Source: an optimization exercise on an open RTL-to-GDS flow (aim: small area). Production flows keep margins and buffers that such runs may drop.
In this exercise RTL edits were held to simulation tests only and were not proved equivalent to the original.
Power and IR drop assume default switching activity.

==> design/flow/run.sh <==
#!/bin/bash
# synth_recipe.tcl (not shown) runs the flow's synth.tcl, then flattens the netlist and writes it again
# the make line also repeats each setting of config.mk as NAME=value (left out here)
make -C /OpenROAD-flow-scripts/flow DESIGN_CONFIG=/design/flow/config.mk WORK_HOME=/design/flow/orfs CLKGATE_MAP_FILE= SYNTH_SCRIPT=/design/flow/synth_recipe.tcl finish
==> design/flow/constraint.sdc <==
create_clock -name core_clock -period 6.5 [get_ports {Clk}]
set_input_delay 1.3000 -clock core_clock [delete_from_list [all_inputs] [get_ports {Clk}]]
set_output_delay 1.3000 -clock core_clock [all_outputs]
set_load 0.01 [all_outputs]
==> design/flow/config.mk <==
export PLATFORM = sky130hd
export DESIGN_NAME = reg_file_scoreboard_top
export DESIGN_NICKNAME = reg_file_scoreboard_top
export VERILOG_FILES = /design/flow/design.v
export SDC_FILE = /design/flow/constraint.sdc
export NUM_CORES = 4
export LEC_CHECK = 0
export CAP_MARGIN = 20
export CORE_MARGIN = 2
export CORE_UTILIZATION = 30
export SLEW_MARGIN = 20
==> design/flow/design.v <==
package reg_file_pkg;
  localparam int DATA_W_DEF   = 64;
  localparam int ADDR_W_DEF   = 5;
  localparam int ZERO_REG_DEF = 31;
  typedef logic [ADDR_W_DEF-1:0] reg_idx_t;
  typedef logic [DATA_W_DEF-1:0] reg_word_t;
endpackage
module reg_file_scoreboard
#(
  parameter int ADDR_W   = reg_file_pkg::ADDR_W_DEF,
  parameter int ZERO_REG = reg_file_pkg::ZERO_REG_DEF
) (
  input  logic                  Clk,
  input  logic                  ResetL,
  input  logic                  IssueVal,
  input  logic [ADDR_W-1:0]     IssueRd,
  input  logic                  RegWr,
  input  logic [ADDR_W-1:0]     RW,
  output logic [2**ADDR_W-1:0]  pend,
  output logic [ADDR_W:0]       PendCnt
);
  localparam int                DEPTH    = 2**ADDR_W;
  localparam logic [ADDR_W-1:0] ZERO_IDX = ADDR_W'(ZERO_REG);
  logic [DEPTH-1:0] pend_next;
  logic [ADDR_W:0]  cnt_next;
  logic             issue_ok;
  logic             set_new;
  logic             clr_real;
  assign issue_ok = IssueVal && (IssueRd != ZERO_IDX);
  assign set_new  = issue_ok && !pend[IssueRd];
  assign clr_real = RegWr && pend[RW] && !(issue_ok && (IssueRd == RW));
  always_comb begin
    pend_next = pend;
    if (RegWr) begin
      pend_next[RW] = 1'b0;
    end
    if (issue_ok) begin
      pend_next[IssueRd] = 1'b1;
    end
    pend_next[ZERO_IDX] = 1'b0;
  end
  always_comb begin
    cnt_next = PendCnt;
    if (set_new && !clr_real) begin
      cnt_next = PendCnt + (ADDR_W+1)'(1);
    end else if (clr_real && !set_new) begin
      cnt_next = PendCnt - (ADDR_W+1)'(1);
    end
  end
  always_ff @(posedge Clk) begin
    if (!ResetL) begin
      pend    <= '0;
      PendCnt <= '0;
    end else begin
      pend    <= pend_next;
      PendCnt <= cnt_next;
    end
  end
endmodule
module reg_file_scoreboard_top
#(
  parameter int DATA_W   = reg_file_pkg::DATA_W_DEF,
  parameter int ADDR_W   = reg_file_pkg::ADDR_W_DEF,
  parameter int NUM_RD   = 2,
  parameter int ZERO_REG = reg_file_pkg::ZERO_REG_DEF
) (
  input  logic                     Clk,
  input  logic                     ResetL,
  input  logic [NUM_RD*ADDR_W-1:0] RA,
  output logic [NUM_RD*DATA_W-1:0] BusR,
  output logic [NUM_RD-1:0]        Busy,
  input  logic [ADDR_W-1:0]        RW,
  input  logic [DATA_W-1:0]        BusW,
  input  logic                     RegWr,
  input  logic                     IssueVal,
  input  logic [ADDR_W-1:0]        IssueRd,
  output logic [ADDR_W:0]          PendCnt
);
  localparam int                DEPTH    = 2**ADDR_W;
  localparam logic [ADDR_W-1:0] ZERO_IDX = ADDR_W'(ZERO_REG);
  logic [DATA_W-1:0] regs [DEPTH];
  logic [DEPTH-1:0]  pend;
  always_ff @(posedge Clk) begin
    if (!ResetL) begin
      for (int i = 0; i < DEPTH; i++) begin
        regs[i] <= '0;
      end
    end else if (RegWr && (RW != ZERO_IDX)) begin
      regs[RW] <= BusW;
    end
  end
  reg_file_scoreboard #(
    .ADDR_W   (ADDR_W),
    .ZERO_REG (ZERO_REG)
  ) u_scoreboard (
    .Clk      (Clk),
    .ResetL   (ResetL),
    .IssueVal (IssueVal),
    .IssueRd  (IssueRd),
    .RegWr    (RegWr),
    .RW       (RW),
    .pend     (pend),
    .PendCnt  (PendCnt)
  );
  for (genvar k = 0; k < NUM_RD; k++) begin : g_rd
    logic [ADDR_W-1:0] ra;
    logic              hit;
    assign ra = RA[k*ADDR_W +: ADDR_W];
    assign hit = RegWr && (RW != ZERO_IDX) && (ra == RW);
    assign BusR[k*DATA_W +: DATA_W] = (ra == ZERO_IDX) ? '0 :
                                      hit              ? BusW :
                                                         regs[ra];
    assign Busy[k] = pend[ra] & ~hit;
  end
endmodule
==> run summary <==
final timing paths:
path	from	end	cells past startpoint
max	RW[3]	BusR[50]	10
min	u_scoreboard.PendCnt[5]	u_scoreboard.PendCnt[5]	2
max reg2reg	u_scoreboard.pend[15]	u_scoreboard.PendCnt[5]	12
min reg2reg	u_scoreboard.PendCnt[5]	u_scoreboard.PendCnt[5]	2
final cells by class:
type / instances / area [um2] / area share
clock inverters: 124 / 963 / 0.00741
inverters: 9 / 38.8 / 0.000298
clock buffers: 284 / 5970 / 0.0459
repair buffers: 632 / 7220 / 0.0555
well taps: 4972 / 6220 / 0.0478
diodes: 12 / 30.0 / 0.000231
multi-input cells: 4796 / 47400 / 0.364
flip-flops and latches: 2086 / 62300 / 0.479
cells in the mapped netlist (13+ instances only):
| cell | count | share of area |
|---|---|---|
| xor2_1 | 15 | 0.0012 |
| o22ai_1 | 105 | 0.0059 |
| buf_1 | 60 | 0.0020 |
| a32o_1 | 84 | 0.0075 |
| and2_1 | 1984 | 0.11 |
| nor3_1 | 48 | 0.0021 |
| ha_1 | 13 | 0.0015 |
| dfxtp_1 | 38 | 0.0068 |
| nor2b_1 | 90 | 0.0050 |
| buf_2 | 139 | 0.0062 |
| buf_4 | 17 | 0.0011 |
| a211oi_1 | 124 | 0.0083 |
| mux2i_1 | 577 | 0.052 |
| a221o_1 | 37 | 0.0033 |
| edfxtp_1 | 2048 | 0.55 |
| mux4_2 | 893 | 0.18 |
| a21oi_1 | 131 | 0.0058 |
| o221ai_1 | 65 | 0.0051 |
| clkbuf_1 | 601 | 0.020 |
| a22oi_1 | 84 | 0.0056 |
| o21ai_0 | 190 | 0.0085 |
| xnor2_1 | 15 | 0.0012 |
| nor2_1 | 86 | 0.0029 |
| nand2_1 | 111 | 0.0037 |
worst reg2reg max path, stage by stage, from the launching register on:
cell,delay (ps)
dfxtp_1,350
mux4_2,500
mux4_2,480
nor2_1,110
a21oi_1,60
nor2_1,150
ha_1,260
inv_1,160
ha_1,350
nor2b_1,160
a311oi_1,290
o311ai_0,200
mux2i_1,150
per-layer routing:
metal / share of wire / vias to the layer above / routed length, um / track usage
met5: 0.00013 / - / 57 / 0
met4: 0.068 / 10 / 30700 / 0.136
met3: 0.11 / 1164 / 49000 / 0.0465
met2: 0.46 / 5332 / 207000 / 0.368
met1: 0.36 / 39600 / 164000 / 0.293
li1: - / 29600 / - / -
cell families after synthesis:
kind of cell             share of synthesized area
adder cells (fa/ha/maj)                    0.00163
XOR/XNOR                                   0.00234
flip-flops                                   0.555
AO/OA/AOI/OAI                               0.0518
multiplexers                                 0.231
buffers and inverters                       0.0303
AND/OR/NAND/NOR                              0.128
other                                    0.0000334
power breakdown:
group | internal [mW] | switching, mW | total, mW | leakage [nW]
logic | 1.92 | 2.70 | 4.62 | 21.1
registers | 15.5 | 0.388 | 15.9 | 19.8
clock network | 7.01 | 5.56 | 12.6 | 3.40
per-stage QoR:
stage,cells,util,power [mW]
floorplan,7713,-,18.6
global placement,12500,0.331,20.6
detailed placement,12500,0.331,20.7
CTS,12900,0.350,33.1
global route,12900,0.349,33.8
finish,12900,0.349,33.1
sequential cells by signal, indices dropped and copies added, names as in the netlist:
register / count
u_scoreboard.pend: 32
regs: 2048
u_scoreboard.PendCnt: 6
==> impl_metrics.py <==
metrics = {
    "status": {
        "status": "no timing/DRC/antenna violations",
    },
    "floorplanning": {
        "dieArea_mm2": 0.379,
        "fp.dieH_um": 615,
        "rows": 224,
        "die_w_um": 615,
        "coreArea_mm2": 0.372,
        "initial_core_util": 0.301,
        "io-pin-count": 224,
    },
    "final_layout": {
        "nets": 7853,
        "nFillCells": 35400,
        "final_common_cell": "edfxtp_1",
        "final_cell_mix": "edfxtp_1, and2_1, mux4_2, mux2i_1, buf_4",
        "final_layout_size_suffix_gt1_frac": 0.216,
        "area_growth_pct": 16.0,
        "final_area_mm2": 0.130,
    },
    "critical_path": {
        "cpMostUsedCell": "buf_4",
        "crit_family": "buffers and inverters",
        "crit_fanout": 25,
        "critPathArrivalTime_ps": 5040,
        "slowest_delay_ps": 640,
        "crit_buf_inv": 5,
        "worstPathCellList": "clkdlybuf4s50_1 -> buf_4 -> and3_1 -> a21boi_1 -> nand4_1 -> nor2_4 -> buf_4 -> buf_4 -> a32o_1 -> clkdlybuf4s50_1",
        "end_kind": "output pin",
        "crit_type": "in2out",
        "start_kind": "primary input",
        "r2r_slack_ps": 3160,
        "slowest_stage": "clkdlybuf4s50_1",
        "worstPathRequired_ps": 5200,
    },
    "timing": {
        "final_max_slew_viol_count": 0,
        "slew_headroom": 0.190,
        "setup-tns-final_ps": 0,
        "min_period_ps": 6340,
        "layout_setup_ws_ps": 160,
        "worst_clock_skew_ps": 9.85,
        "min_period_over_period": 0.975,
        "fmax_ghz": 0.158,
        "hold_violations": 0,
        "rsz0062_at_grt": "false",
        "finalSetupViolCount": 0,
        "whs_ps": 483,
        "worst_pin_slew_ps": 1210,
    },
    "global_route": {
        "track_usage": 0.231,
        "grt_max_degree": 90,
        "grt.overflow.total": 0,
        "grt_pass1_vias": 76100,
        "grt_first_pass_wirelength_um": 617000,
        "grt_antenna_before_repair": 54,
    },
    "logic_synthesis": {
        "netlist_area_mm2": 0.112,
        "synth_edf_count": 2048,
        "synth-seq-area-share": 0.555,
        "ys_ff_latch": 2086,
        "async_reset_ff_frac": 0,
        "synthCells": 7650,
        "syn_area_per_cell_um2": 14.7,
        "ys_types": 55,
        "ys_warn_count": 4,
        "ys.flop_type": "edfxtp_1",
    },
    "placement": {
        "dpl.hpwl_um": 267000,
        "io_buffers": 223,
        "postPlaceCellArea_mm2": 0.123,
        "place_ws_ps": 138,
        "place_congestion": 0.861,
    },
    "cts": {
        "clk_pin_slew_ps": 60,
        "cts_buffers": 226,
        "post-cts-setup-buffer-count": 0,
        "clk_path_buf_depth": 4,
        "cts-root-buf": "clkbuf_16",
        "clock_latency_ps": 920,
        "cts_tree": "done",
        "htreeDepth": 4,
        "cts_resized": 0,
        "cts.sinks": 2086,
        "ctsHoldBuffers": 0,
    },
    "detailed_routing": {
        "drt_pass1_iterations": 6,
        "drt_wl_total_um": 451000,
        "ant_nets": 0,
        "drt_iter0_markers": 12000,
        "wl_per_cell_um": 34.9,
        "vias_per_cell": 5.87,
        "via_count": 75800,
        "drc": 0,
    },
    "hold_path": {
        "hold_class": "reg2reg",
    },
    "run": {
        "drv_cap": 0,
    },
    "power_and_ir_drop": {
        "irDropWorstVdd_v": 0.000213,
        "power_density_mw_per_mm2": 254,
        "leakage_nw": 44.4,
    },
}

[static timing again, ports no longer ideal]
How much do the figures lean on ideal ports? The routed layout below was timed once more, with nothing changed but the port constraints.
Step 1 (the two cells are an assumption about what drives the block):
set clk [get_ports {Clk}]
set_driving_cell -lib_cell sky130_fd_sc_hd__clkbuf_16 $clk
set_driving_cell -lib_cell sky130_fd_sc_hd__buf_2 [delete_from_list [all_inputs] $clk]
Step 2 times the ports against the registers' clock, not the clock port: input delays grow and output delays shrink by t, the midpoint of the rising clock arrivals with the driver on.
Slacks: ideal / step 1 / step 2; pairs: ideal / step 1.
t, ns: 1.000
slack for setup (ns): 0.160 / 0.132 / 0.132
worst setup path after step 2: input to output
After both steps this run still meets setup and hold. For this run, drivers alone change the setup slack by -0.028 ns; drivers and shift together by -0.028 ns.
